Context: an optimization exercise on an open-source flow, tuned for small area, a short achievable clock period and few clock cycles. The choices shown serve that exercise and are no tape-out recipe.
Where RTL was checked, it was by simulation tests only, not by an equivalence proof against the original.
Function not checked in run 1: the RTL went through the layout flow alone.

==> flow/design.v (outline; a module is shown in full before it is edited, if it fits) <==
// module brAdd: 7 lines
// module mulCsa: 1282 lines
// module armCpu: 216 lines
module armCpu (
	input  logic          clk,
	input  logic          reset,
	input  armPkg::word_t readData,
	output armPkg::word_t memAdr,
	output armPkg::word_t writeData,
	output logic          memWrite
);
  // ...
==> flow/flow/run.sh <==
#!/bin/bash
# The standard layout, with timing repair aiming for setup slack well above zero
# at the design's clock period (the constraints themselves are unchanged), and
# plain buffers on the ports.
set -euo pipefail
bash standard.sh SETUP_SLACK_MARGIN=10 "BUFFER_PORTS_ARGS=-buffer_cell sky130_fd_sc_hd__buf_4" finish > make_finish.log 2>&1
==> flow/standard.sh <==
#!/bin/bash
# synth_recipe.tcl (not shown) runs the flow's synth.tcl, then flattens the netlist and writes it again
# the make line also repeats each setting of config.mk as NAME=value (left out here)
make -C /OpenROAD-flow-scripts/flow DESIGN_CONFIG=/design/flow/config.mk WORK_HOME=/design/flow/orfs CLKGATE_MAP_FILE= SYNTH_SCRIPT=/design/flow/synth_recipe.tcl "${@:-finish}"
==> flow/config.mk <==
export PLATFORM = sky130hd
export DESIGN_NAME = armCpu
export DESIGN_NICKNAME = armCpu
export VERILOG_FILES = /design/flow/design.v
export SDC_FILE = /design/flow/constraint.sdc
export NUM_CORES = 4
export LEC_CHECK = 0
export CAP_MARGIN = 20
export CORE_MARGIN = 2
export CORE_UTILIZATION = 40
export SLEW_MARGIN = 20
export TNS_END_PERCENT = 5
==> flow/constraint.sdc <==
create_clock -name core_clock -period 15.0 [get_ports {clk}]
set_input_delay 3.0000 -clock core_clock [delete_from_list [all_inputs] [get_ports {clk}]]
set_output_delay 3.0000 -clock core_clock [all_outputs]
set_load 0.01 [all_outputs]
==> summary.txt, run 1 <==
met1 GRT Util=a little under half; Adder-Cell Fraction of Synth Area=13.2%; buffering overhead=under 10%; met3 usage=between 10% and 20%; worst reg2reg path endpoint=wdReg[31]; fmax=between 150 and 200 MHz; run status=complete, no violations; post-route setup slack=about 9.4 ns; period utilization=a little under two fifths; Reg clk slew, reported paths=about 0.06 ns; WL/cell=between 30 and 40 um; Syn Inst Count=about 5,300; die area=~0.14 mm^2; DRT Pass-1 Iters=9; most frequent cells in the layout=678 x edfxtp_1, 502 x a22oi_1, 377 x inv_1; nonclk buf count=514; comb_multi_in=roughly 3,800; Inst Count DP=around 6,900; max-slew violation count=0; Final Critical Period=between 5 and 6 ns; all-layer global routing usage=between 30% and 40%; Clock Network Area Fraction=4.19%; worst-case clock buffer depth=3; initial core utilization=~40%; tap cells=approximately 1,800; routed length on met2=slightly above 100 mm; CP Cell Sequence=buf_8 -> nand2b_4 -> mux2i_4 -> buf_4 -> buf_4 -> xnor2_1 -> and3_1 -> buf_4 -> nor3_1 -> o21ai_0 -> o21ai_0 -> o21ai_0; slowest cell on the critical path=nor3_1; Setup Viol. Count Final=0; Post-synth EDFFs=~680; commonest non-fill, non-tap cell in the layout=edfxtp_1; Worst Reg-to-Reg Cells=22; Synth Area in Compound Gates=20.5%; Core Rows=134; worst hold slack=between 0.5 and 0.6 ns; non-filler instance count after layout=approximately 7,300; Routed Antenna Nets=0; Nets=between 5,000 and 6,000; Worst Setup EP=opB[25]; Main synth FF type=edfxtp_1; total number of vias=~49,000
==> run 2, diff against run 1 <==
--- a/flow/design.v
+++ b/flow/design.v
@@ -41,17 +41,17 @@
 );
 	logic [15:0] one, two, neg;
 	logic [32:0] bx;
 	assign bx = {b, 1'b0};
 	genvar gi;
 	generate for (gi = 0; gi < 16; gi++) begin : g_enc
 		assign one[gi] = bx[2*gi+1] ^ bx[2*gi];
 		assign two[gi] = (bx[2*gi+2] & ~bx[2*gi+1] & ~bx[2*gi]) | (~bx[2*gi+2] & bx[2*gi+1] & bx[2*gi]);
-		assign neg[gi] = bx[2*gi+2] & ~(bx[2*gi+1] & bx[2*gi]);
+		assign neg[gi] = bx[2*gi+2];
 	end endgenerate
 	logic pp0_0;
 	assign pp0_0 = ((one[0] & a[0]) | (two[0] & 1'b0)) ^ neg[0];
 	logic pp0_1;
 	assign pp0_1 = ((one[0] & a[1]) | (two[0] & a[0])) ^ neg[0];
 	logic pp0_2;
 	assign pp0_2 = ((one[0] & a[2]) | (two[0] & a[1])) ^ neg[0];
 	logic pp0_3;
==> summary.txt, run 2 <==
run status=complete, no violations; Port Buffer Count=a little under 100; Die Wd=~380 um; Yosys warnings=1; fin util=47.7%; share of layout cells above drive strength 1=roughly 16%; Detailed Route WL=about 280 mm; largest net degree at the start of global routing=a little under 70; Main synth FF type=edfxtp_1; DRT Pass-1 Iters=11 (+2); delay-heaviest family, CP=compound AO/OA/AOI/OAI gates; cell taking the most area after synthesis=edfxtp_1; maxcap violations=0; Slew headroom=between 10% and 20%; CP Class=reg2reg; Reg clk slew, reported paths=0.07 ns (about the same); Synth area leaders=edfxtp_1 35%, fa_1 6.6%, ha_1 5.4%; commonest non-fill, non-tap cell in the layout=edfxtp_1; Final Wtd Congestion=a little over 1; Async S/R FF share, synth=roughly 5.9%; period utilization=37.3% (about the same); I/O Pins=between 90 and 100; Reg area=0.0215 mm^2; top post-synthesis cells by count=678 x edfxtp_1, 571 x nand2_1, 562 x a21oi_1; dpl cell area=between 0.06 and 0.07 mm^2; all-layer global routing usage=37.1% (+1.5 points); Fillers=13,200; crit end category=register; Post-synth EDFFs=678 (unchanged); Inserted Clock Buffers=74; most common cell in the synthesized netlist=edfxtp_1; total number of vias=56,800 (+16%); max-slew violation count=0 (unchanged); Yosys reg bits=around 730; design area=between 0.06 and 0.07 mm^2; initial core utilization=40.2% (-0.067 points); Routed Antenna Nets=0 (unchanged); synthesis-to-finish area growth=18.6%; Crit path arrival time=6.00 ns; Core Box Area=between 0.1 and 0.15 mm^2; Final Hold Vio Count=0; CP peak stage delay=between 0.6 and 0.7 ns; crit-path max FO=35; Syn Inst Count=6,385 (+21%); initial detailed-routing violation count=about 11,000; WL/cell=33.5 um (-2.5%); worst skew pair latency=~0.70 ns; worst-case clock buffer depth=3 (unchanged); CTS Sinks=between 700 and 800; H-tree Lvls=3; worst hold slack=0.492 ns (-0.00996 ns); net count after synthesis=roughly 6,900; setup_tns=0 ns; Multi-input gate area=0.0343 mm^2; sequential fraction of the synthesis area=a little under two fifths; fmax=179 MHz (about the same); Yosys top cell area share=about a third; CTS tree=yes; distinct cell type count after synthesis=94; first-pass GRT wire length=a little under 400 mm; Final Critical Period=5.59 ns (-0.00172 ns); dpl hpwl=186 mm; synthesized area per cell=between 9 and 10 um^2; chip height=between 300 and 400 um; Nets=6,926 (+16%); CP Cell Sequence=buf_4 -> inv_1 -> ha_1 -> and3_1 -> a221oi_2 -> o21a_1 -> a21boi_2 -> buf_4 -> a21bo_2 -> xnor2_1 -> a21oi_4 -> mux2i_1 -> nor2_1 -> a21oi_1 -> inv_1 -> nand2_1 -> o31ai_2; Setup Viol. Count Final=0 (unchanged); Root Buffer=clkbuf_16; drt drc=0; Worst Skew=between 0.05 and 0.06 ns; routed vias/inst=6.74; Worst Path Buf+Inv=4; slowest cell on the critical path=inv_1; Post-Synthesis Cell Area=just under 0.06 mm^2; Core Rows=139 (+3.7%); register bank with the most flops=regFile; HP Class=reg2reg; RSZ-0062 raised after global routing=yes; vias in the first global route=around 52,000; most frequent cells in the layout=678 x edfxtp_1, 551 x nand2_1, 540 x a21oi_1; Crit path required time=15.42 ns; Largest register FFs=480; worst-margin pin slew=approximately 1.2 ns; initial antenna violation count=16; die area=0.147 mm^2 (+7.1%); startpoint types=register; GR Overflow Total=0
run 2: worst paths after layout:
kind / startpoint / endpoint / slack (ns) / cells past startpoint
worst min-delay path: wIdx[3] / pendIdx[3] / 0.49 / 0
worst max-delay path: opA[3] / opB[21] / 9.41 / 17
worst max register to register: opA[3] / opB[21] / 9.41 / 17
worst min register to register: wIdx[3] / pendIdx[3] / 0.49 / 0
max in group asynchronous: reset / takenR / 11.91 / 3
min in group asynchronous: reset / pcF[7] / 2.51 / 3
run 2: cell type report:
class                   count  area share (%)
diodes                     11          0.0403
repair buffers            569            8.96
clock buffers              87            2.78
flip-flops and latches    726            31.5
inverters                 403            2.28
well taps                1903            3.48
multi-input cells        4681            50.2
clock inverters            48           0.763
run 2: metrics by stage:
step / std cells / setup slack [ns]
floorplan: 6385 / 9.36
global placement: 8028 / 7.17
detailed placement: 8028 / 7.09
CTS: 8371 / 9.49
global route: 8417 / 9.25
finish: 8428 / 9.41
run 2: cells by family (layout without fill, tap and decap cells):
group / count (synthesis) / in the layout / share of synthesized area (%)
XOR/XNOR: 307 / 307 / 4.67
flip-flops: 726 / 726 / 37.4
adder cells (fa/ha/maj): 471 / 471 / 12.5
AND/OR/NAND/NOR: 1541 / 1542 / 11.7
other: 0 / 11 / 0
AO/OA/AOI/OAI: 2224 / 2224 / 24.7
multiplexers: 137 / 137 / 2.62
buffers and inverters: 979 / 1107 / 6.41
run 2: repair_timing:
item	4_1_cts	5_1_grt
endpoints found under the setup margin	493	447
gates cloned	27	3
setup buffers	181	43
gates resized for setup	412	149
pin swaps	114	52
hold buffers	0	0
run 2: worst reg2reg max path, stage by stage (launching register included):
cell	delay [ns]
edfxtp_1	0.32
buf_4	0.40
inv_1	0.39
ha_1	0.51
and3_1	0.33
a221oi_2	0.39
o21a_1	0.25
a21boi_2	0.07
buf_4	0.18
a21bo_2	0.23
xnor2_1	0.22
a21oi_4	0.58
mux2i_1	0.16
nor2_1	0.12
a21oi_1	0.06
inv_1	0.64
nand2_1	0.21
o31ai_2	0.23
run 2: layer usage:
metal / wire length, um / part of all wire [%] / GRT usage [%] / vias to the layer above
li1: - / - / - / 23700
met1: 103000 / 37 / 48.4 / 27200
met2: 117000 / 41 / 53.4 / 4839
met3: 41500 / 15 / 12.4 / 1099
met4: 20400 / 7.2 / 21.7 / 22
met5: 244 / 0.086 / 0.422 / -
Testbench counts of run 2, summed over its fixed seeds: cycles 16,171.

## port drivers added, routing unchanged
Ports are ideal in the flow. The routed layouts listed here were re-timed in OpenROAD.
Step 1 assumes that a clkbuf_16 drives the clock port and a buf_2 every other input.
Step 2 moves the port delays by t, midway between the first and last clock arrival at a register: inputs arrive t later, outputs are due t later. That takes back most of the time a late clock gives input paths.
Slacks: ideal / step 1 / step 2; pairs: ideal / step 1.
run	t (ns)	setup slack, ns	worst slew at a driven data input, ns
run 1	0.771	9.410 / 9.233 / 8.462	0.27
run 2	0.750	9.412 / 9.274 / 8.524	0.24
After both steps every run listed still meets setup and hold. The setup slack of run 1, which loses most, moves by -0.177 ns with the drivers and by -0.948 ns with both steps.
